From an optimization exercise on the open Yosys and OpenROAD flow, aimed at small area, a short achievable clock period and few clock cycles per item; shortcuts taken in it are not production practice.
No functional check of the RTL was part of any run shown here.
Power figures rest on the tool's default switching activity, not on a simulated workload.

## design/flow/config.mk

```make
export PLATFORM = sky130hd
export DESIGN_NAME = rnn_step_top
export DESIGN_NICKNAME = rnn_step_top
export VERILOG_FILES = /design/flow/design.v
export SDC_FILE = /design/flow/constraint.sdc
export NUM_CORES = 4
export LEC_CHECK = 0
export CAP_MARGIN = 20
export CORE_MARGIN = 2
export CORE_UTILIZATION = 40
export CTS_CLUSTER_DIAMETER = 120
export CTS_CLUSTER_SIZE = 26
export SLEW_MARGIN = 20
```

## design/flow/constraint.sdc

```tcl
create_clock -name core_clock -period 10.0 [get_ports {clk}]
set_input_delay 2.0000 -clock core_clock [delete_from_list [all_inputs] [get_ports {clk}]]
set_output_delay 2.0000 -clock core_clock [all_outputs]
set_load 0.01 [all_outputs]
```

## design/flow/design.v

```verilog
`default_nettype none
package rnn_pkg;
    typedef logic signed [16-1:0] word_t;           
    function automatic logic [16-1:0] mul_q(input logic [16-1:0] a,
                                                 input logic [16-1:0] b);
        logic signed [2*16-1:0] prod;
        prod = $signed(a) * $signed(b);
        mul_q = prod[8 +: 16];
    endfunction
endpackage
`default_nettype wire
`default_nettype none
module rnn_step_top (
    input  logic                            clk,
    input  logic                            reset,
    input  logic                            execute,
    input  logic [7-1:0]             token,
    output logic [27-1:0]              mem_a_addr,
    output logic                            mem_a_read,
    input  logic [16-1:0]              mem_a_data,
    input  logic                            mem_a_valid,
    output logic [27-1:0]              mem_b_addr,
    output logic                            mem_b_read,
    input  logic [16-1:0]              mem_b_data,
    input  logic                            mem_b_valid,
    output logic [8*16-1:0] hidden_state,
    output logic                            done
);
    localparam logic [15:0] ONE_Q = 16'h0100;      
    logic       busy;
    logic       start;
    logic [6:0] token_q;
    logic       done_q;
    logic       finish;
    assign start = !busy && execute;
    assign done = done_q;
    logic       a_ph;
    logic [1:0] a_k;
    logic [3:0] a_s;
    logic       a_fin;
    logic       a_rd;
    logic [8:0] a_addr;
    logic       a_last;
    logic       a_n_ph;
    logic [1:0] a_n_k;
    logic [3:0] a_n_s;
    logic [8:0] a_n_addr;
    assign a_last = a_ph && (a_s[2:0] == 3'd7);
    always_comb
    begin
        a_n_ph = a_ph;
        a_n_k = a_k;
        a_n_s = a_s + 4'd1;
        if (!a_ph && a_s == 4'd8)
        begin
            a_n_s = 4'd0;
            a_n_k = a_k + 2'd1;
            if (a_k == 2'd3)
                a_n_ph = 1'b1;
        end
        if (!a_n_ph)
        begin
            if (a_n_s == 4'd0)
                a_n_addr = {token_q, a_n_k};
            else
                a_n_addr = 9'(300 + {a_n_s, a_n_k});
        end
        else
            a_n_addr = 9'(400 + a_n_s[2:0]);
    end
    always_ff @(posedge clk)
    begin
        if (reset)
        begin
            a_rd <= 1'b0;
            a_fin <= 1'b0;
        end
        else if (start)
        begin
            a_rd <= 1'b1;
            a_fin <= 1'b0;
        end
        else
        begin
            a_rd <= busy && mem_a_valid && !a_last;
            if (busy && mem_a_valid && a_last)
                a_fin <= 1'b1;
        end
    end
    always_ff @(posedge clk)
    begin
        if (start)
        begin
            a_ph <= 1'b0;
            a_k <= 2'd0;
            a_s <= 4'd0;
        end
        else if (mem_a_valid)
        begin
            a_ph <= a_n_ph;
            a_k <= a_n_k;
            a_s <= a_n_s;
        end
        a_addr <= busy ? a_n_addr : {token, 2'b00};
    end
    assign mem_a_read = a_rd;
    assign mem_a_addr = 27'(a_addr);
    logic [6:0] b_i;
    logic       b_fin;
    logic       b_rd;
    logic [8:0] b_addr;
    logic       b_last;
    logic [6:0] b_n_i;
    assign b_last = (b_i == 7'd71);
    assign b_n_i = b_i + 7'd1;
    always_ff @(posedge clk)
    begin
        if (reset)
        begin
            b_rd <= 1'b0;
            b_fin <= 1'b0;
        end
        else if (start)
        begin
            b_rd <= 1'b1;
            b_fin <= 1'b0;
        end
        else
        begin
            b_rd <= busy && mem_b_valid && !b_last;
            if (busy && mem_b_valid && b_last)
                b_fin <= 1'b1;
        end
    end
    always_ff @(posedge clk)
    begin
        if (start)
            b_i <= 7'd0;
        else if (mem_b_valid)
            b_i <= b_n_i;
        if (!busy)
            b_addr <= 9'd336;
        else if (b_n_i[6])
            b_addr <= 9'(344 + b_n_i);
        else
            b_addr <= 9'(336 + b_n_i);
    end
    assign mem_b_read = b_rd;
    assign mem_b_addr = 27'(b_addr);
    logic [15:0] e_q;
    logic [15:0] a_hold;
    logic        a_hold_v;
    logic        a_hold_bias;
    logic [2:0]  a_hold_row;
    logic        a_mul;           
    logic        a_bias;
    logic [2:0]  a_row;
    logic        b_bias;
    logic [2:0]  b_row;
    logic [15:0] b_h;
    assign a_mul = busy && mem_a_valid && (a_ph || a_s != 4'd0);
    assign a_bias = a_ph;
    assign a_row = a_ph ? a_s[2:0] : 3'(a_s - 4'd1);
    assign b_bias = b_i[6];
    assign b_row = b_i[6] ? b_i[2:0] : b_i[5:3];
    always_comb
    begin
        b_h = 16'd0;
        for (int j = 0; j < 8; j++)
            b_h = b_h | (hidden_state[j*16 +: 16] & {16{b_i[2:0] == 3'(j)}});
    end
    logic        p1_v;
    logic [7:0]  p1_row;         
    logic [15:0] p1_x;
    logic [7:0]  p1_neg;
    logic [7:0]  p1_one;
    logic [7:0]  p1_two;
    function automatic logic [23:0] booth_enc(input logic [15:0] y);
        logic [16:0] ye;
        logic [7:0]  neg;
        logic [7:0]  one;
        logic [7:0]  two;
        ye = {y, 1'b0};
        for (int i = 0; i < 8; i++)
        begin
            neg[i] = ye[2*i+2];
            one[i] = ye[2*i+1] ^ ye[2*i];
            two[i] = (ye[2*i+2] & ~ye[2*i+1] & ~ye[2*i])
                   | (~ye[2*i+2] & ye[2*i+1] & ye[2*i]);
        end
        booth_enc = {neg, one, two};
    endfunction
    logic [23:0] enc_b;
    logic [23:0] enc_a;
    logic        a_sel_bias;
    assign a_sel_bias = a_hold_v ? a_hold_bias : a_bias;
    assign enc_b = booth_enc(b_bias ? ONE_Q : b_h);
    assign enc_a = booth_enc(a_sel_bias ? ONE_Q : e_q);
    always_ff @(posedge clk)
    begin
        if (reset || start)
        begin
            p1_v <= 1'b0;
            a_hold_v <= 1'b0;
        end
        else
        begin
            p1_v <= (busy && mem_b_valid) || a_hold_v || a_mul;
            a_hold_v <= a_mul && mem_b_valid;
        end
    end
    always_ff @(posedge clk)
    begin
        if (mem_a_valid && !a_ph && a_s == 4'd0)
            e_q <= mem_a_data;
        a_hold <= mem_a_data;
        a_hold_bias <= a_bias;
        a_hold_row <= a_row;
        if (busy && mem_b_valid)
        begin
            p1_row <= 8'(1) << b_row;
            p1_x <= mem_b_data;
            {p1_neg, p1_one, p1_two} <= enc_b;
        end
        else
        begin
            p1_row <= 8'(1) << (a_hold_v ? a_hold_row : a_row);
            p1_x <= a_hold_v ? a_hold : mem_a_data;
            {p1_neg, p1_one, p1_two} <= enc_a;
        end
    end
    logic [23:0] row_pp [0:8];
    logic [17:0] m_sel  [0:7];
    logic [17:0] v_pp   [0:7];
    logic [17:0] x_ext;
    assign x_ext = {{2{p1_x[15]}}, p1_x};
    always_comb
    begin
        for (int i = 0; i < 8; i++)
        begin
            m_sel[i] = ({18{p1_one[i]}} & x_ext) | ({18{p1_two[i]}} & {x_ext[16:0], 1'b0});
            v_pp[i] = m_sel[i] ^ {18{p1_neg[i]}};
        end
        for (int i = 0; i < 9; i++)
            row_pp[i] = 24'd0;
        for (int i = 0; i < 4; i++)
            row_pp[i][2*i +: 18] = {~v_pp[i][17], v_pp[i][16:0]};
        for (int i = 4; i < 8; i++)
            for (int b = 2*i; b < 24; b++)
                row_pp[i][b] = v_pp[i][b-2*i];
        for (int i = 0; i < 7; i++)
            row_pp[i+1][2*i] = p1_neg[i];
        row_pp[8] = 24'h560000;
        row_pp[8][14] = p1_neg[7];
    end
    function automatic logic [47:0] csa(input logic [23:0] a, input logic [23:0] b,
                                        input logic [23:0] c);
        logic [23:0] s;
        logic [23:0] k;
        s = a ^ b ^ c;
        k = (a & b) | (a & c) | (b & c);
        csa = {s, k[22:0], 1'b0};
    endfunction
    logic [23:0] t1s, t1c, t2s, t2c, t3s, t3c, t4s, t4c, t5s, t5c, t6s, t6c, t7s, t7c;
    always_comb
    begin
        {t1s, t1c} = csa(row_pp[0], row_pp[1], row_pp[2]);
        {t2s, t2c} = csa(row_pp[3], row_pp[4], row_pp[5]);
        {t3s, t3c} = csa(row_pp[6], row_pp[7], row_pp[8]);
        {t4s, t4c} = csa(t1s, t1c, t2s);
        {t5s, t5c} = csa(t2c, t3s, t3c);
        {t6s, t6c} = csa(t4s, t4c, t5s);
        {t7s, t7c} = csa(t6s, t6c, t5c);
    end
    logic        p2_v;
    logic [7:0]  p2_row;         
    logic [23:0] p2_s;
    logic [23:0] p2_c;
    always_ff @(posedge clk)
    begin
        if (reset || start)
            p2_v <= 1'b0;
        else
            p2_v <= p1_v;
        p2_row <= p1_row;
        p2_s <= t7s;
        p2_c <= t7c;
    end
    logic [15:0] acc [0:7];
    logic [7:0]  touched;
    logic [15:0] acc_q;
    logic [8:0]  lo_sum;
    logic [15:0] c3s;
    logic [15:0] c3c;
    logic [15:0] acc_new;
    logic [15:0] acc_pick;
    always_comb
    begin
        acc_pick = 16'd0;
        for (int r = 0; r < 8; r++)
            acc_pick = acc_pick | (acc[r] & {16{p1_row[r] & touched[r]}});
    end
    always_comb
    begin
        lo_sum = {1'b0, p2_s[7:0]} + {1'b0, p2_c[7:0]};
        c3s = acc_q ^ p2_s[23:8] ^ p2_c[23:8];
        c3c = (acc_q & p2_s[23:8]) | (acc_q & p2_c[23:8]) | (p2_s[23:8] & p2_c[23:8]);
        acc_new = c3s + {c3c[14:0], lo_sum[8]};
    end
    always_ff @(posedge clk)
    begin
        if (reset || start)
            touched <= 8'd0;
        else if (p2_v)
            touched <= touched | p2_row;
        for (int r = 0; r < 8; r++)
            if (p2_v && p2_row[r])
                acc[r] <= acc_new;
        if (p2_v && (p2_row & p1_row) != 8'd0)
            acc_q <= acc_new;
        else
            acc_q <= acc_pick;
    end
    assign finish = busy && !done_q && a_fin && b_fin && !a_hold_v && !p1_v && !p2_v;
    always_ff @(posedge clk)
    begin
        if (reset)
        begin
            busy <= 1'b0;
            done_q <= 1'b0;
            hidden_state <= '0;
        end
        else
        begin
            if (start)
                busy <= 1'b1;
            else if (done_q)
                busy <= 1'b0;
            done_q <= finish;
            if (finish)
                for (int r = 0; r < 8; r++)
                    hidden_state[r*16 +: 16] <= acc[r];
        end
    end
    always_ff @(posedge clk)
    begin
        if (start)
            token_q <= token;
    end
endmodule
`default_nettype wire
```

## design/flow/flow/run.sh

```bash
#!/bin/bash
# Standard layout, with small port buffers and timing repair aimed below the clock period.
set -euo pipefail
extra=(
  "BUFFER_PORTS_ARGS=-buffer_cell sky130_fd_sc_hd__buf_2"
  "SETUP_SLACK_MARGIN=7.0"
  "ABC_CLOCK_PERIOD_IN_PS=3200"
)
bash standard.sh "${extra[@]}" finish > standard.log 2>&1
```

## design/flow/standard.sh

```bash
#!/bin/bash
# synth_recipe.tcl (not shown) runs the flow's synth.tcl, then flattens the netlist and writes it again
# the make line also repeats each setting of config.mk as NAME=value (left out here)
make -C /OpenROAD-flow-scripts/flow DESIGN_CONFIG=/design/flow/config.mk WORK_HOME=/design/flow/orfs CLKGATE_MAP_FILE= SYNTH_SCRIPT=/design/flow/synth_recipe.tcl "${@:-finish}"
```

==> flow_summary.json, run 1 <==
{
  "outcome": "finished clean",
  "timing.slew.headroom_pct": 22.3,
  "final.min_clock_period_ns": 3.07,
  "power-per-cell-area_nw_per_um2": 268,
  "worst-path-stages": 9,
  "critical_path.max_stage_delay_ns": 0.57,
  "path_delay_family": "adder cells",
  "internal_dissipation_w": 0.00447,
  "grt_usage_pct": 23.6,
  "design_area_um2": 27800,
  "drt-total-wl_mm": 70.0,
  "place_hpwl_mm": 46.1,
  "postSynthCellCount": 2190,
  "regToRegSetupSlack_ns": 6.93,
  "post-route-period-util_pct": 30.7,
  "yosysUniqueCellTypes": 67,
  "timing.hold.worst.class": "reg2reg",
  "wire_per_inst_um": 21.7,
  "numPortBuffers": 191,
  "critical_path.cell_chain": "buf_8 -> a22oi_1 -> xnor2_1 -> fa_1 -> inv_1 -> fa_2 -> fa_1 -> inv_1 -> fa_1",
  "clkSlewWorstSetupHoldPaths_ns": 0.10,
  "crit_path_end": "p2_s[15]",
  "synth-edff-count": 151,
  "dpl.cell_count": 2994,
  "timing.critical_path.slowest_stage_cell": "fa_2",
  "die_height_um": 240,
  "crit_path_frequent_cell": "fa_1",
  "synth_sequential_area_ratio_pct": 47.8,
  "cap_violations": 0,
  "crit_start": "p1_x[10]",
  "setup_viol": 0,
  "final-hold-violation-count": 0,
  "yosys.area.top_type_share_pct": 27.5,
  "nNetsFinal": 2668,
  "fmax_mhz": 325,
  "design.die.area_um2": 57800,
  "core_region_area_um2": 55200,
  "drt_iter0_markers": 1912,
  "place.gp.congestion": 0.884,
  "final_max_slew_viol_count": 0,
  "postSynthRegisterBits": 458,
  "worst-path-max-fanout": 6,
  "r2r-end": "p2_s[15]",
  "netSwitchingPower_w": 0.00296,
  "syn_area_um2": 22400,
  "rsz0062_at_grt": "yes",
  "tritoncts.num_buffers": 21,
  "synthFlopType": "dfxtp_1",
  "clock_tree.htree_level_count": 1,
  "worst_r2r_src": "p1_x[10]",
  "sequential_cell_area_um2": 11100,
  "grt_max_degree": 97,
  "final.setup_skew_ns": 0.0217,
  "start_util_pct": 40.5,
  "synth_warnings": 5,
  "dp_worst_setup_slack_ns": 6.18,
  "fin_cells": 3232,
  "criticalPathCategory": "reg2reg",
  "multiInputGateArea_um2": 11100,
  "crit_buf_inv": 3,
  "critPathLaunchType": "flop",
  "final_setup_tns_ns": 0,
  "synth.avg_cell_area_um2": 10.2,
  "synth_area_leaders": "dfxtp_1 27%, edfxtp_1 20%, fa_1 8.2%, a22oi_1 5.9%, nand2_1 5.7%",
  "postSynth.asyncResetShare_pct": 0,
  "maximum_root_to_sink_buffer_count": 3,
  "grt_pass1_vias": 17700,
  "vias": 17900,
  "post_drt_via_cell_ratio": 5.53,
  "antenna_violating_nets_post_route": 0,
  "pwr-share-clk_pct": 13.5,
  "synthDominantAreaCellType": "dfxtp_1",
  "fillCellCount": 4947,
  "drt_pre_antenna_iters": 8,
  "post_dp_cell_area_um2": 23700,
  "area_delta_synth_final_pct": 24.1,
  "top_level_ports": 229,
  "cts_root_buffer": "clkbuf_16",
  "holdBufCountCts": 0,
  "fraction_of_power_consumed_by_sequential_logic_pct": 36.4,
  "yosysMostFrequentCell": "nand2_1",
  "drc_errors": 0,
  "timing.critical_path.required_ns": 10.44,
  "netSwitchingFraction_pct": 39.8,
  "clkLatencyLatePin_ns": 0.57,
  "netlist_top_cells_count": "339 x nand2_1, 307 x dfxtp_1, 182 x a21oi_1",
  "grt_remaining_overflow": 0,
  "final_core_util_pct": 50.3,
  "power_leakage_nw": 10.8,
  "row_count": 86,
  "die_width_um": 240,
  "grt_antenna_before_repair": 3,
  "ir_drop_mv": 0.197,
  "clock_tree_from_tritoncts": "built",
  "worstSetupEndpointType": "flop",
  "timing.final.ws_setup_ns": 6.93,
  "clkSinkCount": 458,
  "grt_pass1_wl_mm": 104,
  "critPathArrivalTime_ns": 3.52,
  "share_of_total_power_in_combinational_logic_pct": 50.2,
  "final_layout_size_suffix_gt1_share_pct": 30.8,
  "tightestPinTransition_ns": 1.17,
  "reg2reg_depth": 9
}
-- area by class of cell --
type	count	share of cell area (%)
inverters	115	1.57
well taps	748	3.37
clock buffers	34	2.10
flip-flops and latches	458	39.8
repair buffers	420	13.3
diodes	1	0.00901
clock inverters	2	0.0631
multi-input cells	1454	39.8
-- per-layer routing --
layer | global-route usage, % | wire length (um) | share of wire [%]
met2 | 39.8 | 34000 | 49
met5 | 0 | 21 | 0.030
met1 | 30.8 | 28300 | 40
met3 | 3.81 | 5430 | 7.7
met4 | 7.89 | 2360 | 3.4
-- worst min path at each step --
stage | start | endpoint | cells after the start
after floorplan | p1_row[0] | p2_row[0] | 0
after global routing | p1_row[1] | p2_row[1] | 0
after global placement | p1_row[7] | p2_row[7] | 0
after CTS | p1_row[1] | p2_row[1] | 0
final | p1_row[1] | p2_row[1] | 0
after detailed placement | p1_row[7] | p2_row[7] | 0
-- flip-flops by register name, indices dropped and copies added, names as in the netlist, 3 cells and up --
register,cells
acc,128
hidden_state,128
p2_s,20
p2_c,19
a_hold,16
acc_q,16
e_q,16
p1_x,16
a_addr,9
b_addr,8
p1_neg,8
p1_one,8
p1_row,8
p1_two,8
p2_row,8
touched,8
b_i,7
token_q,7
a_s,4
a_hold_row,3
-- worst reg2reg max path, cell delays in order (launching register included) --
cell and delay [ns]:
dfxtp_4 0.40, buf_8 0.15, a22oi_1 0.19, xnor2_1 0.13, fa_1 0.56, inv_1 0.06
fa_2 0.57, fa_1 0.42, inv_1 0.08, fa_1 0.39
-- power by group through the flow --
| stage | Clock (W) | Combinational [W] | Sequential [W] |
|---|---|---|---|
| floorplan | 0 | 0.00239 | 0.00261 |
| global placement | 0 | 0.00318 | 0.00275 |
| detailed placement | 0 | 0.00330 | 0.00276 |
| CTS | 0.00102 | 0.00349 | 0.00270 |
| global route | 0.00108 | 0.00422 | 0.00272 |
| finish | 0.00100 | 0.00373 | 0.00270 |
-- per-stage QoR --
step                      total power [W]  hold slack [ns]
after floorplan                   0.00500            0.344
after global placement            0.00593            0.369
after detailed placement          0.00606            0.367
after CTS                         0.00720            0.382
after global routing              0.00802            0.389
final                             0.00743            0.385
-- cells by family after synthesis --
| family | count (synthesis) | share of synthesized area, % |
|---|---|---|
| compound gates | 511 | 15.5 |
| xor+xnor | 174 | 6.81 |
| fa+ha+maj | 156 | 11.8 |
| buf+inv | 314 | 6.01 |
| flops | 458 | 47.8 |
| mux | 40 | 1.86 |
| other cells | 2 | 0.0336 |
| simple gates | 535 | 10.3 |
-- what timing repair did --
| action | 4_1_cts | 5_1_grt |
|---|---|---|
| cloned | 0 | 1 |
| setup endpoints to repair | 365 | 345 |
| resized for setup | 421 | 118 |
| pin swaps | 26 | 63 |
| buffers inserted | 159 | 41 |
-- cell usage in the layout (no fill, tap or decap), types with 55 or more instances in the layout --
cell      synthesis  routed
nor2_1           83      82
xnor2_1         125     107
dfxtp_2           0     131
nand2_1         339     336
dfxtp_1         307     121
buf_4            37     214
ha_1             62      58
fa_1             92      74
inv_1           115     106
a21oi_1         182     180
edfxtp_1        151     151
buf_6             2     151
dfxtp_4           0      55
a22oi_1         176     136
==> run 2: changes to the inputs <==
==> design/flow/flow/run.sh (replaced) <==
#!/bin/bash
# Standard layout, with small port buffers and timing repair aimed below the clock period.
set -euo pipefail
extra=(
  "BUFFER_PORTS_ARGS=-buffer_cell sky130_fd_sc_hd__buf_2"
  "SETUP_SLACK_MARGIN=6.8"
  "ABC_CLOCK_PERIOD_IN_PS=3200"
)
bash standard.sh "${extra[@]}" finish > standard.log 2>&1
--- a/design/flow/config.mk
+++ b/design/flow/config.mk
@@ -8,6 +8,6 @@
 export CAP_MARGIN = 20
 export CORE_MARGIN = 2
 export CORE_UTILIZATION = 40
-export CTS_CLUSTER_DIAMETER = 120
-export CTS_CLUSTER_SIZE = 26
+export CTS_CLUSTER_DIAMETER = 100
+export CTS_CLUSTER_SIZE = 30
 export SLEW_MARGIN = 20
==> run 2 against run 1 <==
Compared with the run above: via count shrank 5.4%; still clean on timing, DRC and antenna; critical path depth down 8; clock-buffer cell count decreased by 5; wire length down 7.8%; final area is 11% lower; synthesized cell count stayed put; non-clock buffer count fell by 200; sequential share of layout area up 4.1 points; hold slack worse by 0.0036 ns; global-route usage decreased by 1.7 points.
==> flow_summary.json, run 2 <==
{
  "holdBufCountCts": 0,
  "timing.final.ws_setup_ns": 6.82,
  "layout_commonest_cell": "nand2_1",
  "path_delay_family": "flip-flops",
  "synth.avg_cell_area_um2": 10.2,
  "timing.critical_path.slowest_stage_cell": "dfxtp_1",
  "post_dp_cell_area_um2": 23600,
  "design.die.area_um2": 57800,
  "min_delay_worst_endpoint": "p2_row[7]",
  "grt_remaining_overflow": 0,
  "grt_antenna_before_repair": 3,
  "grt_max_degree": 82,
  "critPathLaunchType": "flop",
  "yosys.area.top_type_share_pct": 27.5,
  "outcome": "finished clean",
  "r2r-end": "p1_two[4]",
  "post_synth_xor_area_fraction_pct": 6.81,
  "cts_root_buffer": "clkbuf_16",
  "row_count": 86,
  "total_power_w": 0.00699,
  "timing.critical_path.required_ns": 8.00,
  "maximum_root_to_sink_buffer_count": 3,
  "fillCellCount": 5245,
  "vias": 16900,
  "timing.hold.worst.class": "reg2reg",
  "setup_viol": 0,
  "regToRegSetupSlack_ns": 6.89,
  "tightestPinTransition_ns": 1.21,
  "final_setup_tns_ns": 0,
  "grt_usage_pct": 21.9,
  "drc_errors": 0,
  "wire_per_inst_um": 21.3,
  "reg2reg_depth": 10,
  "dpl.cell_count": 2987,
  "dp_worst_setup_slack_ns": 6.23,
  "ir_drop_mv": 0.197,
  "power-per-cell-area_nw_per_um2": 284,
  "final.setup_skew_ns": 0.0395,
  "final.min_clock_period_ns": 3.18,
  "antenna_violating_nets_post_route": 0,
  "clock_tree_from_tritoncts": "built",
  "core_region_area_um2": 55200,
  "critPathArrivalTime_ns": 1.18,
  "final_layout_size_suffix_gt1_share_pct": 14.8,
  "drt_iter0_markers": 1623,
  "synthAdderAreaFrac_pct": 11.8,
  "fmax_mhz": 314,
  "drt_pre_antenna_iters": 6,
  "clock_tree.htree_level_count": 1,
  "start_util_pct": 40.5,
  "synth_sequential_area_ratio_pct": 47.8,
  "grt_pass1_wl_mm": 96.8,
  "synth_mux_area_share_pct": 1.86,
  "postSynthRegisterBits": 458,
  "synth_top_family_by_area": "compound AO/OA/AOI/OAI gates",
  "nNetsFinal": 2467,
  "crit_start": "hidden_state[112]",
  "area_delta_synth_final_pct": 10.0,
  "whs_path_depth": 0,
  "most-common-layout-cells": "338 x nand2_1, 256 x dfxtp_1, 188 x buf_2, 180 x a21oi_1, 176 x a22oi_1",
  "place_hpwl_mm": 46.3,
  "worst_r2r_src": "b_i[0]",
  "synth_warnings": 5,
  "criticalPathCategory": "reg2out",
  "synth_area_leaders": "dfxtp_1 27%, edfxtp_1 20%, fa_1 8.2%, a22oi_1 5.9%, nand2_1 5.7%",
  "tritoncts.num_buffers": 21,
  "fin_cells": 3033,
  "post_synth_and_or_nand_nor_area_fraction_pct": 10.3,
  "cap_violations": 0,
  "power_leakage_nw": 9.51,
  "hold_start": "p1_row[7]",
  "die_width_um": 240,
  "critical_path.max_stage_delay_ns": 0.45,
  "netlist_top_cells_count": "339 x nand2_1, 307 x dfxtp_1, 182 x a21oi_1",
  "critical_path.cell_chain": "buf_2",
  "post_drt_via_cell_ratio": 5.57,
  "yosysMostFrequentCell": "nand2_1",
  "syn_area_um2": 22400,
  "post_synthesis_compound_gate_area_fraction_pct": 15.5,
  "worstSetupEndpointType": "output port",
  "clkSlewWorstSetupHoldPaths_ns": 0.11,
  "design_area_um2": 24600,
  "top_level_ports": 229,
  "numPortBuffers": 191,
  "final_max_slew_viol_count": 0,
  "yosysUniqueCellTypes": 67,
  "clkLatencyLatePin_ns": 0.58,
  "grt_pass1_vias": 16100,
  "postSynthCellCount": 2190,
  "synth-edff-count": 151,
  "die_height_um": 240,
  "clkSinkCount": 458,
  "post-route-period-util_pct": 31.8,
  "synthDominantAreaCellType": "dfxtp_1",
  "worst-path-max-fanout": 3,
  "reg.largest.list": "acc x128, hidden_state x128, p2_s x20",
  "final-hold-violation-count": 0,
  "drt-total-wl_mm": 64.6,
  "place.gp.congestion": 0.892,
  "synthFlopType": "dfxtp_1",
  "rsz0062_at_grt": "yes",
  "postSynth.asyncResetShare_pct": 0,
  "timing.slew.headroom_pct": 19.4,
  "crit_buf_inv": 1
}
[run 2: worst max path at each step]
| stage | endpoint | cells past startpoint |
|---|---|---|
| global route | p1_two[4] | 10 |
| global placement | a_hold_v | 4 |
| finish | hidden_state[112] | 1 |
| floorplan | p2_s[23] | 12 |
| detailed placement | a_hold_v | 4 |
| CTS | hidden_state[112] | 1 |
[run 2: what timing repair did]
action,CTS,global route
setup endpoints to repair,155,81
pin swaps,2,5
buffers inserted,3,4
gates resized for setup,49,44
[run 2: cell families after synthesis]
kind of cell / Yosys count
simple gates: 535
compound gates: 511
flops: 458
buf+inv: 314
xor+xnor: 174
fa+ha+maj: 156
mux: 40
other cells: 2
[run 2: power breakdown]
group / leakage [nW] / switching, W / internal (W) / total, W
clock network: 0.334 / 0.000627 / 0.000444 / 0.00107
registers: 3.90 / 0.000212 / 0.00251 / 0.00272
logic: 5.28 / 0.00190 / 0.00130 / 0.00320
total: 9.51 / 0.00274 / 0.00425 / 0.00699
[run 2: layout make-up]
class | count | area, um^2 | area share, %
sequential | 458 | 10800 | 43.9
multi-input combinational | 1453 | 10600 | 42.9
timing repair buffer | 220 | 1190 | 4.83
tap | 748 | 936 | 3.80
clock buffer | 29 | 556 | 2.26
inverter | 115 | 432 | 1.75
clock inverter | 9 | 139 | 0.564
antenna | 1 | 2.50 | 0.0102
[run 2: metrics by stage]
stage	hold WS [ns]	util [%]
after detailed placement	0.364	42.8
after CTS	0.379	44.3
after global placement	0.373	42.8
final	0.381	44.6
after floorplan	0.344	-
after global routing	0.383	44.6
[run 2: metal layers]
metal	track usage [%]	part of all wire, %	vias to the layer above
met2	37.0	49	732
met3	2.56	6.9	101
li1	-	-	7689
met5	0	0.034	-
met4	6.06	3.0	4
met1	29.6	41	8381
[run 2: worst register-to-register path, stage by stage, from the launching register on]
cell,delay [ns]
dfxtp_1,0.48
inv_1,0.15
ha_1,0.22
buf_4,0.29
a222oi_1,0.42
nand2_1,0.13
a222oi_1,0.56
buf_4,0.28
nor3b_1,0.21
a21oi_1,0.11
o22ai_1,0.19
==> run 3: changes to the inputs <==
--- a/design/flow/config.mk
+++ b/design/flow/config.mk
@@ -8,6 +8,6 @@
 export CAP_MARGIN = 20
 export CORE_MARGIN = 2
 export CORE_UTILIZATION = 40
-export CTS_CLUSTER_DIAMETER = 100
-export CTS_CLUSTER_SIZE = 30
+export CTS_CLUSTER_DIAMETER = 90
+export CTS_CLUSTER_SIZE = 32
 export SLEW_MARGIN = 20
==> run 3 against run 2 <==
Compared with the run above: still clean on timing, DRC and antenna; register-to-register slack got worse by 0.02 ns; clock skew rose by 0.0068 ns; core utilization rose by 0.47 points; critical path depth did not move; critical path type unchanged.
==> flow_summary.json, run 3 <==
{
  "outcome": "finished clean",
  "cts_root_buffer": "clkbuf_16",
  "maximum_root_to_sink_buffer_count": 3,
  "dpl.cell_count": 2987,
  "yosysMostFrequentCell": "nand2_1",
  "yosysUniqueCellTypes": 67,
  "synthDominantAreaCellType": "dfxtp_1",
  "post-route-period-util_pct": 31.8,
  "design_area_um2": 24900,
  "final_max_slew_viol_count": 0,
  "drc_errors": 0,
  "clkSinkCount": 458,
  "sequential_cell_area_um2": 10800,
  "final.min_clock_period_ns": 3.18,
  "drt_iter0_markers": 1602,
  "tritoncts.num_buffers": 24,
  "core_region_area_um2": 55200,
  "drt-total-wl_mm": 64.8,
  "worst-path-max-fanout": 3,
  "postSynthRegisterBits": 458,
  "timing.hold.worst.class": "reg2reg",
  "netSwitchingFraction_pct": 39.6,
  "tightestPinTransition_ns": 1.19,
  "clkSlewWorstSetupHoldPaths_ns": 0.12,
  "start_util_pct": 40.5,
  "grt_remaining_overflow": 0,
  "grt_pass1_vias": 16200,
  "drt_pre_antenna_iters": 7,
  "path_delay_family": "flip-flops",
  "grt_pass1_wl_mm": 97.2,
  "final-hold-violation-count": 0,
  "synth-edff-count": 151,
  "netlist_top_cells_count": "339 x nand2_1, 307 x dfxtp_1, 182 x a21oi_1",
  "share_of_total_power_in_combinational_logic_pct": 45.1,
  "synth.avg_cell_area_um2": 10.2,
  "timing.critical_path.slowest_stage_cell": "dfxtp_1",
  "place_hpwl_mm": 46.3,
  "clock_tree_from_tritoncts": "built",
  "yosys.area.top_type_share_pct": 27.5,
  "fillCellCount": 5225,
  "fin_cells": 3041,
  "grt_usage_pct": 22.0,
  "netSwitchingPower_w": 0.00284,
  "grt_max_degree": 82,
  "synthFlopType": "dfxtp_1",
  "final_setup_tns_ns": 0,
  "synth_sequential_area_ratio_pct": 47.8,
  "reg.largest.list": "acc x128, hidden_state x128, p2_s x20",
  "worstSetupEndpointType": "output port",
  "clkLatencyLatePin_ns": 0.60,
  "layout_commonest_cell": "nand2_1",
  "place.gp.congestion": 0.892,
  "power_leakage_nw": 9.62,
  "criticalPathCategory": "reg2out",
  "post_drt_via_cell_ratio": 5.53,
  "post_dp_cell_area_um2": 23600,
  "postSynth.asyncResetShare_pct": 0,
  "clock_tree.htree_level_count": 1,
  "critical_path.cell_chain": "buf_2",
  "synth_area_leaders": "dfxtp_1 27%, edfxtp_1 20%, fa_1 8.2%, a22oi_1 5.9%, nand2_1 5.7%",
  "fmax_mhz": 314,
  "power-per-cell-area_nw_per_um2": 288,
  "postSynthCellCount": 2190,
  "setup_viol": 0,
  "critical_path.max_stage_delay_ns": 0.42,
  "crit_buf_inv": 1,
  "final.setup_skew_ns": 0.0463,
  "wire_per_inst_um": 21.3,
  "nNetsFinal": 2472,
  "rsz0062_at_grt": "yes",
  "ir_drop_mv": 0.197,
  "syn_area_um2": 22400,
  "area_delta_synth_final_pct": 11.2,
  "fraction_of_power_consumed_by_sequential_logic_pct": 37.9,
  "critPathLaunchType": "flop",
  "most-common-layout-cells": "338 x nand2_1, 236 x dfxtp_1, 183 x buf_2, 180 x a21oi_1, 176 x a22oi_1",
  "internal_dissipation_w": 0.00433,
  "pwr-share-clk_pct": 17.0,
  "timing.critical_path.required_ns": 8.00,
  "synth_warnings": 5,
  "multiInputGateArea_um2": 10600,
  "die_height_um": 240,
  "timing.slew.headroom_pct": 20.8,
  "vias": 16800,
  "design.die.area_um2": 57800,
  "top_level_ports": 229,
  "cap_violations": 0,
  "numPortBuffers": 191,
  "antenna_violating_nets_post_route": 0,
  "critPathArrivalTime_ns": 1.18,
  "final_layout_size_suffix_gt1_share_pct": 16.1,
  "grt_antenna_before_repair": 3,
  "die_width_um": 240,
  "row_count": 86
}
run 3: cell types whose count changed in the layout (fill, tap and decap cells not counted), moves of 3 or more:
cell,previous run,this run
dfxtp_1,256,236
dfxtp_4,21,13
clkinv_16,1,5
dfxtp_2,30,58
clkbuf_16,21,25
buf_2,188,183
clkbuf_4,2,5
buf_4,29,32
run 3: cell type report:
cell class / instances / area share [%]
timing repair buffer: 222 / 4.97
multi-input combinational: 1453 / 42.5
antenna: 1 / 0.0101
clock buffer: 31 / 2.61
clock inverter: 13 / 1.02
inverter: 115 / 1.74
sequential: 458 / 43.4
tap: 748 / 3.76
run 3: through the flow:
step / worst slack (ns) / util [%] / hold WS, ns / total power, W
finish: 6.82 / 45.0 / 0.382 / 0.00717
floorplan: 6.79 / - / 0.344 / 0.00499
global route: 6.73 / 45.0 / 0.389 / 0.00775
detailed placement: 6.23 / 42.8 / 0.364 / 0.00590
CTS: 6.80 / 44.7 / 0.379 / 0.00717
global placement: 6.27 / 42.8 / 0.373 / 0.00582
run 3: routing by layer:
layer  GRT usage, %  share of wire (%)
met1           29.5                 42
met2           37.4                 49
met3           2.95                7.1
met4           5.53                2.8
met5              0              0.019
run 3: what timing repair did:
item | CTS | global route
hold buffers | 0 | 0
setup endpoints to repair | 169 | 88
gates resized for setup | 63 | 47
cloned | 0 | 0
buffers inserted | 3 | 5
pin swaps | 2 | 5
run 3: cell families (layout without fill, tap and decap cells):
kind of cell             count (synthesis)  in the layout  synth area share, %
other                                    2             38               0.0336
buffers and inverters                  314            381                 6.01
AO/OA/AOI/OAI                          511            511                 15.5
adder cells (fa/ha/maj)                156            156                 11.8
AND/OR/NAND/NOR                        535            535                 10.3
flip-flops                             458            458                 47.8
XOR/XNOR                               174            174                 6.81
multiplexers                            40             40                 1.86
run 3: worst paths after layout:
| kind | slack, ns | end | from | cells past startpoint |
|---|---|---|---|---|
| setup reg to reg | 6.87 | p2_s[23] | p1_one[3] | 10 |
| setup / recovery | 6.82 | hidden_state[4] | hidden_state[4] | 1 |
| hold reg to reg | 0.38 | p2_row[6] | p1_row[6] | 0 |
| hold / removal | 0.38 | p2_row[6] | p1_row[6] | 0 |
run 3: power by group through the flow:
stage	registers [W]	logic [W]	clock network, W
after floorplan	0.00261	0.00238	0
after global placement	0.00275	0.00307	0
after detailed placement	0.00275	0.00314	0
after CTS	0.00271	0.00321	0.00124
after global routing	0.00274	0.00371	0.00130
final	0.00272	0.00323	0.00122
run 3: worst reg2reg max path: stages, from the launching register on:
cell and delay, ns:
dfxtp_2 0.59, a22oi_1 0.18, xor2_1 0.19, fa_1 0.41
fa_1 0.48, fa_1 0.45, xnor2_1 0.19, xnor2_1 0.15
xnor2_1 0.16, xnor2_1 0.15, xnor2_1 0.13
==> run 4: changes to the inputs <==
--- a/design/flow/design.v
+++ b/design/flow/design.v
@@ -274,8 +274,11 @@
     end
     logic        p2_v;
     logic [7:0]  p2_row;         
-    logic [23:0] p2_s;
-    logic [23:0] p2_c;
+    logic [15:0] p2_s;            
+    logic [15:0] p2_c;
+    logic        p2_cin;          
+    logic [8:0]  lo_sum;
+    assign lo_sum = {1'b0, t7s[7:0]} + {1'b0, t7c[7:0]};
     always_ff @(posedge clk)
     begin
         if (reset || start)
@@ -283,13 +286,13 @@
         else
             p2_v <= p1_v;
         p2_row <= p1_row;
-        p2_s <= t7s;
-        p2_c <= t7c;
+        p2_s <= t7s[23:8];
+        p2_c <= t7c[23:8];
+        p2_cin <= lo_sum[8];
     end
     logic [15:0] acc [0:7];
     logic [7:0]  touched;
     logic [15:0] acc_q;
-    logic [8:0]  lo_sum;
     logic [15:0] c3s;
     logic [15:0] c3c;
     logic [15:0] acc_new;
@@ -302,10 +305,9 @@
     end
     always_comb
     begin
-        lo_sum = {1'b0, p2_s[7:0]} + {1'b0, p2_c[7:0]};
-        c3s = acc_q ^ p2_s[23:8] ^ p2_c[23:8];
-        c3c = (acc_q & p2_s[23:8]) | (acc_q & p2_c[23:8]) | (p2_s[23:8] & p2_c[23:8]);
-        acc_new = c3s + {c3c[14:0], lo_sum[8]};
+        c3s = acc_q ^ p2_s ^ p2_c;
+        c3c = (acc_q & p2_s) | (acc_q & p2_c) | (p2_s & p2_c);
+        acc_new = c3s + {c3c[14:0], p2_cin};
     end
     always_ff @(posedge clk)
     begin
--- a/design/flow/config.mk
+++ b/design/flow/config.mk
@@ -8,6 +8,6 @@
 export CAP_MARGIN = 20
 export CORE_MARGIN = 2
 export CORE_UTILIZATION = 40
-export CTS_CLUSTER_DIAMETER = 90
-export CTS_CLUSTER_SIZE = 32
+export CTS_CLUSTER_DIAMETER = 120
+export CTS_CLUSTER_SIZE = 26
 export SLEW_MARGIN = 20
==> run 4 against run 3 <==
Compared with the run above: final area is 0.19% lower; area after synthesis is 1.5% lower; largest cell class unchanged; critical path depth is 10 higher; die area is 1.5% lower; core utilization is 0.27 points higher; register-to-register slack worse by 0.06 ns.
==> flow_summary.json, run 4 <==
{
  "core_region_area_um2": 54800,
  "holdBufCountCts": 0,
  "synth-edff-count": 151,
  "postSynthRegisterBits": 452,
  "top_level_ports": 229,
  "clock_tree.htree_level_count": 1,
  "power-per-cell-area_nw_per_um2": 296,
  "wire_per_inst_um": 22.4,
  "crit_buf_inv": 2,
  "postSynth.asyncResetShare_pct": 0,
  "power_leakage_nw": 9.65,
  "synthAdderAreaFrac_pct": 12.0,
  "post_drt_via_cell_ratio": 5.65,
  "critPathArrivalTime_ns": 3.62,
  "critical_path.max_stage_delay_ns": 0.55,
  "grt_antenna_before_repair": 3,
  "timing.critical_path.required_ns": 10.44,
  "yosysUniqueCellTypes": 63,
  "regToRegSetupSlack_ns": 6.81,
  "outcome": "finished clean",
  "place.gp.congestion": 0.871,
  "drc_errors": 0,
  "cap_violations": 0,
  "grt_usage_pct": 22.7,
  "reg.largest.list": "acc x128, hidden_state x128",
  "timing.critical_path.slowest_stage_cell": "fa_1",
  "final.min_clock_period_ns": 3.19,
  "criticalPathCategory": "reg2reg",
  "final_setup_tns_ns": 0,
  "worstSetupEndpointType": "flop",
  "clock_tree_from_tritoncts": "built",
  "die_height_um": 239,
  "grt_pass1_wl_mm": 99.8,
  "critPathLaunchType": "flop",
  "clkSinkCount": 452,
  "drt-total-wl_mm": 67.1,
  "yosys.area.top_type_share_pct": 27.4,
  "dp_worst_setup_slack_ns": 5.80,
  "clkSlewWorstSetupHoldPaths_ns": 0.11,
  "nNetsFinal": 2481,
  "final_layout_size_suffix_gt1_share_pct": 18.2,
  "worst-path-max-fanout": 11,
  "final_max_slew_viol_count": 0,
  "synth_sequential_area_ratio_pct": 47.9,
  "clkLatencyLatePin_ns": 0.58,
  "netlist_top_cells_count": "326 x nand2_1, 301 x dfxtp_1, 175 x a21oi_1",
  "numPortBuffers": 191,
  "start_util_pct": 40.2,
  "grt_util_met2_pct": 38.1,
  "top_usage_layer": "met2",
  "final-hold-violation-count": 0,
  "post_synth_and_or_nand_nor_area_fraction_pct": 10.1,
  "synth_top_family_by_area": "compound AO/OA/AOI/OAI gates",
  "drt_pre_antenna_iters": 8,
  "synth_warnings": 5,
  "tritoncts.num_buffers": 22,
  "die_width_um": 239,
  "antenna_cells": 0,
  "post_synthesis_compound_gate_area_fraction_pct": 15.1,
  "synth_mux_area_share_pct": 2.07,
  "drt_iter0_markers": 1876,
  "maximum_root_to_sink_buffer_count": 3,
  "globalRouteMet3Util_pct": 3.03,
  "grtUsageMet1_pct": 30.4,
  "setup_viol": 0,
  "design.die.area_um2": 57000,
  "ir_drop_mv": 0.231,
  "grt_remaining_overflow": 0,
  "synth_area_leaders": "dfxtp_1 27%, edfxtp_1 21%, fa_1 8.4%, nand2_1 5.6%, a22oi_1 5.5%",
  "row_count": 86,
  "timing.slew.headroom_pct": 21.7,
  "grt_pass1_vias": 16500,
  "area_delta_synth_final_pct": 12.7,
  "rsz0062_at_grt": "yes",
  "synth.avg_cell_area_um2": 10.3,
  "cts_root_buffer": "clkbuf_16",
  "fmax_mhz": 314,
  "layout_commonest_cell": "nand2_1",
  "critical_path.cell_chain": "a22oi_2 -> xnor2_1 -> fa_1 -> inv_1 -> fa_1 -> inv_1 -> fa_1 -> ha_1 -> ha_1 -> o21ai_1 -> nand2b_1",
  "synthDominantAreaCellType": "dfxtp_1",
  "tightestPinTransition_ns": 1.17,
  "post-route-period-util_pct": 31.9,
  "place_hpwl_mm": 46.3,
  "syn_area_um2": 22000,
  "timing.final.ws_setup_ns": 6.81,
  "synthFlopType": "dfxtp_1",
  "final.setup_skew_ns": 0.0423,
  "yosysMostFrequentCell": "nand2_1",
  "timing.hold.worst.class": "reg2reg",
  "post_synth_xor_area_fraction_pct": 6.80,
  "vias": 17000,
  "total_power_w": 0.00735,
  "grt_max_degree": 94,
  "antenna_violating_nets_post_route": 0,
  "path_delay_family": "adder cells",
  "crit_path_frequent_cell": "fa_1",
  "most-common-layout-cells": "325 x nand2_1, 241 x dfxtp_1, 192 x buf_2, 173 x a21oi_1, 151 x edfxtp_1",
  "postSynthCellCount": 2145
}
run 4: cell count changes in the layout (fill, tap and decap cells not counted), moves of 8 or more:
| cell | change |
|---|---|
| xnor2_1 | -19 |
| nor2_1 | +8 |
| a22oi_2 | +11 |
| xor2_1 | +11 |
| buf_4 | +44 |
| nand2_1 | -13 |
| dfxtp_4 | +19 |
| a22oi_1 | -26 |
| inv_1 | -8 |
| buf_2 | +9 |
| dfxtp_2 | -30 |
run 4: path summary, 6_finish.rpt:
kind              startpoint         to  cells past startpoint
hold / removal     p1_row[4]  p2_row[4]                      0
setup / recovery   p1_two[0]     p2_cin                     11
hold reg to reg    p1_row[4]  p2_row[4]                      0
setup reg to reg   p1_two[0]     p2_cin                     11
run 4: layer usage:
metal  vias up  share of wire, %
li1       7661                 -
met1      8434                41
met2       738                48
met3       118               7.4
met4         4               3.2
met5         -             0.034
run 4: logic make-up (layout without fill, tap and decap cells):
group | Yosys count | count (layout)
AO/OA/AOI/OAI | 491 | 491
XOR/XNOR | 171 | 171
adder cells (fa/ha/maj) | 156 | 156
buffers and inverters | 306 | 424
flip-flops | 452 | 452
multiplexers | 44 | 44
other | 2 | 37
AND/OR/NAND/NOR | 523 | 524
run 4: what timing repair did:
item	CTS	global route
gates resized for setup	79	57
setup buffers	28	34
endpoints found under the hold margin	0	0
setup endpoints to repair	163	161
cloned	1	0
pin swaps	7	18
run 4: area by class of cell:
cell class	instances	area (um^2)
Timing Repair Buffer	276	1630
Fill cell	5161	30000
Inverter	108	410
Tap cell	704	881
Clock buffer	36	624
Clock inverter	4	48.8
Multi-Input combinational cell	1423	10500
Sequential cell	452	10700
run 4: metrics by stage:
step                      utilization [%]  instances  cell area (um^2)  hold slack, ns
after floorplan                         -       2180             22200           0.344
after global placement               42.4       2892             23200           0.364
after detailed placement             42.5       2899             23300           0.365
after CTS                            44.4       2968             24300           0.379
after global routing                 45.3       3003             24800           0.383
final                                45.3       3003             24800           0.368
run 4: report_power, final:
group          total [W]  internal, W  switching [W]
Combinational    0.00361      0.00145        0.00216
Clock            0.00107     0.000445       0.000621
Sequential       0.00267      0.00249       0.000188
Total            0.00735      0.00439        0.00297
==> run 5: changes to the inputs <==
--- a/design/flow/design.v
+++ b/design/flow/design.v
@@ -163,39 +163,43 @@
     assign a_row = a_ph ? a_s[2:0] : 3'(a_s - 4'd1);
     assign b_bias = b_i[6];
     assign b_row = b_i[6] ? b_i[2:0] : b_i[5:3];
-    always_comb
-    begin
-        b_h = 16'd0;
-        for (int j = 0; j < 8; j++)
-            b_h = b_h | (hidden_state[j*16 +: 16] & {16{b_i[2:0] == 3'(j)}});
-    end
+    assign b_h = hidden_state[b_i[2:0]*16 +: 16];
     logic        p1_v;
-    logic [7:0]  p1_row;         
+    logic [2:0]  p1_row;
     logic [15:0] p1_x;
     logic [7:0]  p1_neg;
     logic [7:0]  p1_one;
     logic [7:0]  p1_two;
-    function automatic logic [23:0] booth_enc(input logic [15:0] y);
-        logic [16:0] ye;
-        logic [7:0]  neg;
-        logic [7:0]  one;
-        logic [7:0]  two;
-        ye = {y, 1'b0};
-        for (int i = 0; i < 8; i++)
+    logic        sel_v;
+    logic [2:0]  sel_row;
+    logic [15:0] sel_x;
+    logic [15:0] sel_y;
+    logic [16:0] y_ext;
+    always_comb
+    begin
+        if (busy && mem_b_valid)
         begin
-            neg[i] = ye[2*i+2];
-            one[i] = ye[2*i+1] ^ ye[2*i];
-            two[i] = (ye[2*i+2] & ~ye[2*i+1] & ~ye[2*i])
-                   | (~ye[2*i+2] & ye[2*i+1] & ye[2*i]);
+            sel_v = 1'b1;
+            sel_row = b_row;
+            sel_x = mem_b_data;
+            sel_y = b_bias ? ONE_Q : b_h;
+        end
+        else if (a_hold_v)
+        begin
+            sel_v = 1'b1;
+            sel_row = a_hold_row;
+            sel_x = a_hold;
+            sel_y = a_hold_bias ? ONE_Q : e_q;
         end
-        booth_enc = {neg, one, two};
-    endfunction
-    logic [23:0] enc_b;
-    logic [23:0] enc_a;
-    logic        a_sel_bias;
-    assign a_sel_bias = a_hold_v ? a_hold_bias : a_bias;
-    assign enc_b = booth_enc(b_bias ? ONE_Q : b_h);
-    assign enc_a = booth_enc(a_sel_bias ? ONE_Q : e_q);
+        else
+        begin
+            sel_v = a_mul;
+            sel_row = a_row;
+            sel_x = mem_a_data;
+            sel_y = a_bias ? ONE_Q : e_q;
+        end
+        y_ext = {sel_y, 1'b0};
+    end
     always_ff @(posedge clk)
     begin
         if (reset || start)
@@ -205,7 +209,7 @@
         end
         else
         begin
-            p1_v <= (busy && mem_b_valid) || a_hold_v || a_mul;
+            p1_v <= sel_v;
             a_hold_v <= a_mul && mem_b_valid;
         end
     end
@@ -213,20 +217,20 @@
     begin
         if (mem_a_valid && !a_ph && a_s == 4'd0)
             e_q <= mem_a_data;
-        a_hold <= mem_a_data;
-        a_hold_bias <= a_bias;
-        a_hold_row <= a_row;
-        if (busy && mem_b_valid)
+        if (mem_a_valid)
         begin
-            p1_row <= 8'(1) << b_row;
-            p1_x <= mem_b_data;
-            {p1_neg, p1_one, p1_two} <= enc_b;
+            a_hold <= mem_a_data;
+            a_hold_bias <= a_bias;
+            a_hold_row <= a_row;
         end
-        else
+        p1_row <= sel_row;
+        p1_x <= sel_x;
+        for (int i = 0; i < 8; i++)
         begin
-            p1_row <= 8'(1) << (a_hold_v ? a_hold_row : a_row);
-            p1_x <= a_hold_v ? a_hold : mem_a_data;
-            {p1_neg, p1_one, p1_two} <= enc_a;
+            p1_neg[i] <= y_ext[2*i+2];
+            p1_one[i] <= y_ext[2*i+1] ^ y_ext[2*i];
+            p1_two[i] <= (y_ext[2*i+2] & ~y_ext[2*i+1] & ~y_ext[2*i])
+                       | (~y_ext[2*i+2] & y_ext[2*i+1] & y_ext[2*i]);
         end
     end
     logic [23:0] row_pp [0:8];
@@ -273,12 +277,9 @@
         {t7s, t7c} = csa(t6s, t6c, t5c);
     end
     logic        p2_v;
-    logic [7:0]  p2_row;         
-    logic [15:0] p2_s;            
-    logic [15:0] p2_c;
-    logic        p2_cin;          
-    logic [8:0]  lo_sum;
-    assign lo_sum = {1'b0, t7s[7:0]} + {1'b0, t7c[7:0]};
+    logic [2:0]  p2_row;
+    logic [23:0] p2_s;
+    logic [23:0] p2_c;
     always_ff @(posedge clk)
     begin
         if (reset || start)
@@ -286,42 +287,32 @@
         else
             p2_v <= p1_v;
         p2_row <= p1_row;
-        p2_s <= t7s[23:8];
-        p2_c <= t7c[23:8];
-        p2_cin <= lo_sum[8];
+        p2_s <= t7s;
+        p2_c <= t7c;
     end
     logic [15:0] acc [0:7];
     logic [7:0]  touched;
-    logic [15:0] acc_q;
+    logic [15:0] acc_old;
+    logic [8:0]  lo_sum;
     logic [15:0] c3s;
     logic [15:0] c3c;
     logic [15:0] acc_new;
-    logic [15:0] acc_pick;
     always_comb
     begin
-        acc_pick = 16'd0;
-        for (int r = 0; r < 8; r++)
-            acc_pick = acc_pick | (acc[r] & {16{p1_row[r] & touched[r]}});
-    end
-    always_comb
-    begin
-        c3s = acc_q ^ p2_s ^ p2_c;
-        c3c = (acc_q & p2_s) | (acc_q & p2_c) | (p2_s & p2_c);
-        acc_new = c3s + {c3c[14:0], p2_cin};
+        acc_old = touched[p2_row] ? acc[p2_row] : 16'd0;
+        lo_sum = {1'b0, p2_s[7:0]} + {1'b0, p2_c[7:0]};
+        c3s = acc_old ^ p2_s[23:8] ^ p2_c[23:8];
+        c3c = (acc_old & p2_s[23:8]) | (acc_old & p2_c[23:8]) | (p2_s[23:8] & p2_c[23:8]);
+        acc_new = c3s + {c3c[14:0], lo_sum[8]};
     end
     always_ff @(posedge clk)
     begin
         if (reset || start)
             touched <= 8'd0;
         else if (p2_v)
-            touched <= touched | p2_row;
-        for (int r = 0; r < 8; r++)
-            if (p2_v && p2_row[r])
-                acc[r] <= acc_new;
-        if (p2_v && (p2_row & p1_row) != 8'd0)
-            acc_q <= acc_new;
-        else
-            acc_q <= acc_pick;
+            touched[p2_row] <= 1'b1;
+        if (p2_v)
+            acc[p2_row] <= acc_new;
     end
     assign finish = busy && !done_q && a_fin && b_fin && !a_hold_v && !p1_v && !p2_v;
     always_ff @(posedge clk)
==> design/flow/run.sh (new file) <==
#!/bin/bash
# synth_recipe.tcl (not shown) runs the flow's synth.tcl, then flattens the netlist and writes it again
# the make line also repeats each setting of config.mk as NAME=value (left out here)
make -C /OpenROAD-flow-scripts/flow DESIGN_CONFIG=/design/flow/config.mk WORK_HOME=/design/flow/orfs CLKGATE_MAP_FILE= SYNTH_SCRIPT=/design/flow/synth_recipe.tcl finish
--- a/design/flow/config.mk
+++ b/design/flow/config.mk
@@ -8,6 +8,4 @@
 export CAP_MARGIN = 20
 export CORE_MARGIN = 2
 export CORE_UTILIZATION = 40
-export CTS_CLUSTER_DIAMETER = 120
-export CTS_CLUSTER_SIZE = 26
 export SLEW_MARGIN = 20
removed: design/flow/flow/run.sh
removed: design/flow/standard.sh
==> run 5 against run 4 <==
Compared with the run above: hold slack lost 0.019 ns; sequential share of layout area shrank 3.6 points; critical path depth up 3; first-iteration DRC count decreased by 32%; largest cell class is now multi-input gates; critical path type unchanged.
==> flow_summary.json, run 5 <==
{
  "critPathLaunchType": "flop",
  "wire_per_inst_um": 21.7,
  "dp_worst_setup_slack_ns": 5.45,
  "post_cts_resize_count": 0,
  "critical_path.cell_chain": "buf_4 -> mux4_2 -> mux2i_4 -> a21o_1 -> fa_1 -> inv_1 -> ha_1 -> fa_1 -> a21oi_1 -> o221ai_1 -> nand3_1 -> a21boi_0 -> nor2_1 -> xnor2_1",
  "timing.critical_path.required_ns": 10.31,
  "place.gp.congestion": 0.845,
  "fraction_of_power_consumed_by_sequential_logic_pct": 35.4,
  "worst-path-max-fanout": 42,
  "row_count": 86,
  "timing.critical_path.slowest_stage_cell": "buf_4",
  "final.setup_skew_ns": 0.0283,
  "reg.largest.list": "acc x128, hidden_state x128, p2_s x20",
  "grt_usage_pct": 22.4,
  "clock_tree_from_tritoncts": "built",
  "multiInputGateArea_um2": 10600,
  "drt-total-wl_mm": 64.1,
  "grt_util_met2_pct": 35.1,
  "power_leakage_nw": 9.61,
  "power-per-cell-area_nw_per_um2": 276,
  "grt_max_degree": 99,
  "worstSetupEndpointType": "flop",
  "ir_drop_mv": 0.181,
  "postSynthRegisterBits": 432,
  "fmax_mhz": 220,
  "antenna_cells": 0,
  "timing.hold.worst.class": "reg2reg",
  "crit_path_frequent_cell": "fa_1",
  "clkSlewWorstSetupHoldPaths_ns": 0.06,
  "grt_antenna_before_repair": 1,
  "yosysUniqueCellTypes": 66,
  "antenna_violating_nets_post_route": 0,
  "die_width_um": 240,
  "setup_viol": 0,
  "netSwitchingPower_w": 0.00266,
  "numPortBuffers": 191,
  "place_hpwl_mm": 45.0,
  "grt_pass1_vias": 15900,
  "path_delay_family": "multiplexers",
  "post-cts-setup-buffer-count": 0,
  "drc_errors": 0,
  "design_area_um2": 26200,
  "clkLatencyLatePin_ns": 0.60,
  "grt_remaining_overflow": 0,
  "grt_pass1_wl_mm": 98.3,
  "final_setup_tns_ns": 0,
  "crit_buf_inv": 2,
  "pwr-share-clk_pct": 25.0,
  "final_max_slew_viol_count": 0,
  "final_layout_size_suffix_gt1_share_pct": 8.09,
  "synth_area_leaders": "dfxtp_1 23%, edfxtp_1 23%, fa_1 8.2%, nand2_1 5.9%, mux4_2 4.7%",
  "vias": 15700,
  "area_delta_synth_final_pct": 17.1,
  "grtUsageMet1_pct": 31.3,
  "synthDominantAreaCellType": "dfxtp_1",
  "syn_area_um2": 22400,
  "timing.final.ws_setup_ns": 5.46,
  "design.die.area_um2": 57800,
  "synth_sequential_area_ratio_pct": 46.3,
  "critPathArrivalTime_ns": 4.84,
  "clkSinkCount": 432,
  "layout_commonest_cell": "nand2_1",
  "final.min_clock_period_ns": 4.54,
  "die_height_um": 240,
  "synthFlopType": "dfxtp_1",
  "total_power_w": 0.00723,
  "drt_iter0_markers": 1276,
  "start_util_pct": 40.5,
  "most-common-layout-cells": "354 x nand2_1, 257 x dfxtp_1, 190 x clkdlybuf4s50_1, 171 x edfxtp_1, 156 x a21oi_1",
  "nNetsFinal": 2370,
  "critical_path.max_stage_delay_ns": 0.55,
  "globalRouteMet3Util_pct": 5.29,
  "post_dp_cell_area_um2": 24600,
  "post_drt_via_cell_ratio": 5.31,
  "synth-edff-count": 171,
  "tritoncts.num_buffers": 47,
  "rsz0062_at_grt": "no",
  "drt_pre_antenna_iters": 6,
  "postSynth.asyncResetShare_pct": 0,
  "top_level_ports": 229,
  "clock_tree.htree_level_count": 2,
  "holdBufCountCts": 0,
  "netlist_top_cells_count": "354 x nand2_1, 261 x dfxtp_1, 171 x edfxtp_1",
  "core_region_area_um2": 55200,
  "top_usage_layer": "met2",
  "post-route-period-util_pct": 45.4,
  "share_of_total_power_in_combinational_logic_pct": 39.6,
  "synth_warnings": 4,
  "timing.slew.headroom_pct": 27.7,
  "fillCellCount": 5016,
  "cts_root_buffer": "clkbuf_16",
  "criticalPathCategory": "reg2reg",
  "outcome": "finished clean",
  "postSynthCellCount": 2063,
  "tightestPinTransition_ns": 1.08,
  "sequential_cell_area_um2": 10400,
  "yosysMostFrequentCell": "nand2_1",
  "synth.avg_cell_area_um2": 10.8,
  "final-hold-violation-count": 0,
  "yosys.area.top_type_share_pct": 23.4,
  "cap_violations": 0,
  "internal_dissipation_w": 0.00457,
  "maximum_root_to_sink_buffer_count": 3,
  "netSwitchingFraction_pct": 36.8
}
## run 5: worst reg2reg max path: stages, from the launching register on
cell	delay, ns
dfxtp_2	0.31
buf_4	0.55
mux4_2	0.44
mux2i_4	0.51
a21o_1	0.16
fa_1	0.40
inv_1	0.07
ha_1	0.20
fa_1	0.22
a21oi_1	0.11
o221ai_1	0.37
nand3_1	0.13
a21boi_0	0.19
nor2_1	0.07
xnor2_1	0.52
## run 5: cell families (layout without fill, tap and decap cells)
| logic type | after synthesis | after routing | synth area share [%] |
|---|---|---|---|
| adders and majority gates | 155 | 155 | 11.7 |
| DFF | 432 | 432 | 46.3 |
| and+or+nand+nor | 468 | 468 | 8.54 |
| muxes | 111 | 111 | 9.05 |
| buffers and inverters | 345 | 459 | 6.95 |
| xor gates and xnor gates | 172 | 172 | 6.73 |
| AOI/OAI and AO/OA | 378 | 378 | 10.7 |
| other | 2 | 37 | 0.0336 |
## run 5: worst paths after layout
path             start  slack (ns)         end  cells past startpoint
max          p2_row[2]        5.46  acc[6][10]                     14
min          p1_row[2]        0.35   p2_row[2]                      0
max reg2reg  p2_row[2]        5.46  acc[6][10]                     14
min reg2reg  p1_row[2]        0.35   p2_row[2]                      0
## run 5: area by class of cell
| cell class | instances | share of cell area [%] |
|---|---|---|
| Multi-Input combinational cell | 1321 | 40.5 |
| Clock buffer | 52 | 4.68 |
| Sequential cell | 432 | 39.6 |
| Timing Repair Buffer | 214 | 7.95 |
| Inverter | 157 | 2.25 |
| Tap cell | 748 | 3.57 |
| Clock inverter | 36 | 1.47 |
## run 5: metal layers
metal | routed length [um] | up-vias
met5 | 0 | -
met4 | 1460 | 0
met3 | 5410 | 89
met2 | 29100 | 673
met1 | 28100 | 7785
li1 | - | 7179
## run 5: metrics by stage
stage | std cells | hold WS [ns] | util, %
after global placement | 2872 | 0.342 | 44.5
after CTS | 2960 | 0.351 | 47.4
after floorplan | 2098 | 0.310 | -
after detailed placement | 2872 | 0.337 | 44.5
final | 2960 | 0.349 | 47.4
after global routing | 2960 | 0.358 | 47.4
## run 5: power by group through the flow
| stage | logic, W | registers (W) | clock network (W) |
|---|---|---|---|
| global route | 0.00328 | 0.00258 | 0.00190 |
| global placement | 0.00281 | 0.00260 | 0 |
| CTS | 0.00291 | 0.00256 | 0.00183 |
| detailed placement | 0.00284 | 0.00260 | 0 |
| floorplan | 0.00210 | 0.00245 | 0 |
| finish | 0.00286 | 0.00256 | 0.00181 |
==> run 6: changes to the inputs <==
==> design/flow/flow/run.sh (new file) <==
#!/bin/bash
# Standard layout, with small port buffers and timing repair aimed below the clock period.
set -euo pipefail
extra=(
  "BUFFER_PORTS_ARGS=-buffer_cell sky130_fd_sc_hd__buf_2"
  "SETUP_SLACK_MARGIN=6.8"
  "ABC_CLOCK_PERIOD_IN_PS=3200"
)
bash standard.sh "${extra[@]}" finish > standard.log 2>&1
==> design/flow/standard.sh (new file) <==
#!/bin/bash
# synth_recipe.tcl (not shown) runs the flow's synth.tcl, then flattens the netlist and writes it again
# the make line also repeats each setting of config.mk as NAME=value (left out here)
make -C /OpenROAD-flow-scripts/flow DESIGN_CONFIG=/design/flow/config.mk WORK_HOME=/design/flow/orfs CLKGATE_MAP_FILE= SYNTH_SCRIPT=/design/flow/synth_recipe.tcl "${@:-finish}"
removed: design/flow/run.sh
==> run 6 against run 5 <==
Compared with the run above: sequential cell count stayed put; first-iteration DRC count is 30% higher; area after synthesis stayed put; clock skew fell by 0.0095 ns; register-to-register slack gained 0.75 ns; synthesized cell count stayed put; critical path type unchanged; sequential share of layout area rose by 0.085 points; worst setup slack gained 0.75 ns; critical path depth is 1 higher; fmax is 20% higher.
==> flow_summary.json, run 6 <==
{
  "timing.slew.headroom_pct": 28.9,
  "post_dp_cell_area_um2": 23800,
  "yosysMostFrequentCell": "nand2_1",
  "rsz0062_at_grt": "yes",
  "crit_start": "p2_row[1]",
  "grt_remaining_overflow": 0,
  "vias": 16200,
  "grt_pass1_wl_mm": 98.3,
  "row_count": 86,
  "synth-edff-count": 171,
  "drt_iter0_markers": 1665,
  "start_util_pct": 40.5,
  "place.gp.congestion": 0.890,
  "worstSetupEndpointType": "flop",
  "critPathArrivalTime_ns": 4.10,
  "timing.critical_path.required_ns": 10.32,
  "dpl.cell_count": 2870,
  "timing.critical_path.slowest_stage_cell": "mux4_2",
  "ir_drop_mv": 0.165,
  "critical_path.max_stage_delay_ns": 0.55,
  "fin_cells": 3017,
  "cap_violations": 0,
  "reg2reg_depth": 15,
  "clock_tree_from_tritoncts": "built",
  "critPathLaunchType": "flop",
  "postSynthCellCount": 2063,
  "postSynthRegisterBits": 432,
  "synth.avg_cell_area_um2": 10.8,
  "final.min_clock_period_ns": 3.78,
  "power_leakage_nw": 10.4,
  "cts_root_buffer": "clkbuf_16",
  "final-hold-violation-count": 0,
  "crit_path_frequent_cell": "buf_4",
  "yosysUniqueCellTypes": 66,
  "tritoncts.num_buffers": 47,
  "synth_area_leaders": "dfxtp_1 23%, edfxtp_1 23%, fa_1 8.2%, nand2_1 5.9%, mux4_2 4.7%",
  "grtUsageMet1_pct": 32.6,
  "post-route-period-util_pct": 37.8,
  "final_core_util_pct": 48.0,
  "worst-path-stages": 15,
  "grt_antenna_before_repair": 5,
  "post_drt_via_cell_ratio": 5.35,
  "r2r-end": "acc[6][10]",
  "nNetsFinal": 2422,
  "drt_pre_antenna_iters": 6,
  "numPortBuffers": 191,
  "reg.largest.list": "acc x128, hidden_state x128, p2_s x20",
  "clkSlewWorstSetupHoldPaths_ns": 0.06,
  "synthDominantAreaCellType": "dfxtp_1",
  "crit_buf_inv": 4,
  "design.die.area_um2": 57800,
  "final_max_slew_viol_count": 0,
  "criticalPathCategory": "reg2reg",
  "worst_r2r_src": "p2_row[1]",
  "fillCellCount": 5011,
  "postSynth.asyncResetShare_pct": 0,
  "setup_viol": 0,
  "outcome": "finished clean",
  "drt-total-wl_mm": 64.8,
  "power-per-cell-area_nw_per_um2": 296,
  "grt_pass1_vias": 15900,
  "yosys.area.top_type_share_pct": 23.4,
  "globalRouteMet3Util_pct": 4.09,
  "timing.hold.worst.class": "reg2reg",
  "tightestPinTransition_ns": 1.07,
  "final.setup_skew_ns": 0.0188,
  "fmax_mhz": 264,
  "die_height_um": 240,
  "netlist_top_cells_count": "354 x nand2_1, 261 x dfxtp_1, 171 x edfxtp_1",
  "clkSinkCount": 432,
  "regToRegSetupSlack_ns": 6.22,
  "place_hpwl_mm": 44.4,
  "most-common-layout-cells": "349 x nand2_1, 208 x dfxtp_1, 190 x buf_2, 171 x edfxtp_1, 149 x inv_1",
  "maximum_root_to_sink_buffer_count": 3,
  "crit_path_end": "acc[6][10]",
  "core_region_area_um2": 55200,
  "clock_tree.htree_level_count": 2,
  "design_area_um2": 26500,
  "synthFlopType": "dfxtp_1",
  "top_level_ports": 229,
  "layout_commonest_cell": "nand2_1",
  "area_delta_synth_final_pct": 18.4,
  "grt_util_met2_pct": 33.9,
  "final_setup_tns_ns": 0,
  "syn_area_um2": 22400,
  "antenna_violating_nets_post_route": 0,
  "clkLatencyLatePin_ns": 0.59,
  "die_width_um": 240,
  "synth_sequential_area_ratio_pct": 46.3,
  "wire_per_inst_um": 21.5,
  "grt_max_degree": 103,
  "top_usage_layer": "met2",
  "synth_warnings": 4,
  "grt_usage_pct": 22.3,
  "critical_path.cell_chain": "mux4_2 -> mux2i_4 -> buf_12 -> buf_4 -> a21o_1 -> fa_1 -> inv_2 -> ha_4 -> nand4_1 -> o221ai_4 -> nand3_1 -> a21boi_1 -> nor2_1 -> xnor2_2 -> buf_4",
  "final_layout_size_suffix_gt1_share_pct": 24.0,
  "worst-path-max-fanout": 10,
  "drc_errors": 0,
  "path_delay_family": "multiplexers"
}
run 6: power breakdown:
part           total [W]  internal [W]  leakage, nW  switching [W]
logic            0.00353       0.00156         5.90        0.00198
clock network    0.00178       0.00104        0.765       0.000738
registers        0.00254       0.00237         3.72       0.000163
run 6: final cells by class:
cell class	count	area (um^2)	share of cell area [%]
Antenna cell	5	12.5	0.0472
Clock buffer	58	1280	4.83
Clock inverter	30	299	1.13
Inverter	157	597	2.25
Multi-Input combinational cell	1321	11100	41.9
Sequential cell	432	10500	39.7
Tap cell	748	936	3.53
Timing Repair Buffer	266	1760	6.63
run 6: repair_timing:
item / CTS / global route
resized for setup: 84 / 66
endpoints found under the setup margin: 181 / 149
hold buffers: 0 / 0
pin swaps: 15 / 21
buffers inserted: 26 / 25
cloned: 3 / 0
run 6: metal layers:
layer	wire (um)	vias up
met1	28800	8039
met2	29400	707
met5	0	-
li1	-	7303
met3	5060	101
met4	1590	0
run 6: metrics by stage:
step	hold slack, ns	power, W	worst slack [ns]
floorplan	0.310	0.00469	6.67
global placement	0.342	0.00551	5.73
detailed placement	0.318	0.00553	5.59
CTS	0.317	0.00768	6.38
global route	0.329	0.00840	6.11
finish	0.323	0.00785	6.22
run 6: cells by family after synthesis:
kind of cell | count (synthesis) | synth area share (%)
AO/OA/AOI/OAI | 378 | 10.7
XOR/XNOR | 172 | 6.73
AND/OR/NAND/NOR | 468 | 8.54
other | 2 | 0.0336
buffers and inverters | 345 | 6.95
multiplexers | 111 | 9.05
flip-flops | 432 | 46.3
adder cells (fa/ha/maj) | 155 | 11.7
run 6: worst min path at each step:
stage	start	end	slack (ns)	cells past startpoint
4_1_cts	p1_row[1]	p2_row[1]	0.32	0
5_1_grt	p1_row[1]	p2_row[1]	0.33	0
3_3_place_gp	p1_row[0]	p2_row[0]	0.34	0
6_report	p1_row[1]	p2_row[1]	0.32	0
3_5_place_dp	p1_row[1]	p2_row[1]	0.32	0
2_1_floorplan	p1_row[0]	p2_row[0]	0.31	0

==> what the ideal ports hide <==
No port has a modelled driver above. Below, the same layouts with a new extraction and two added sets of constraints.
Step 1: set_driving_cell puts a clkbuf_16 on clk and a buf_2 on each other input, an assumption about the parent block.
Step 2, shift: input delay + t, output delay - t, t = (earliest + latest rising clock arrival at the registers) / 2. This alone moves slack from input paths to output paths.
a / b / c = ideal / step 1 / step 2; a / b = the first two.
| run | t (ns) | slack for setup (ns) |
|---|---|---|
| run 1 | 0.621 | 6.927 / 6.877 / 6.513 |
| run 2 | 0.619 | 6.817 / 6.760 / 6.319 |
| run 3 | 0.637 | 6.818 / 6.759 / 6.342 |
| run 4 | 0.623 | 6.814 / 6.761 / 6.338 |
| run 5 | 0.641 | 5.464 / 5.464 / 5.374 |
| run 6 | 0.629 | 6.217 / 6.217 / 6.217 |
After both steps every run listed still meets setup and hold.
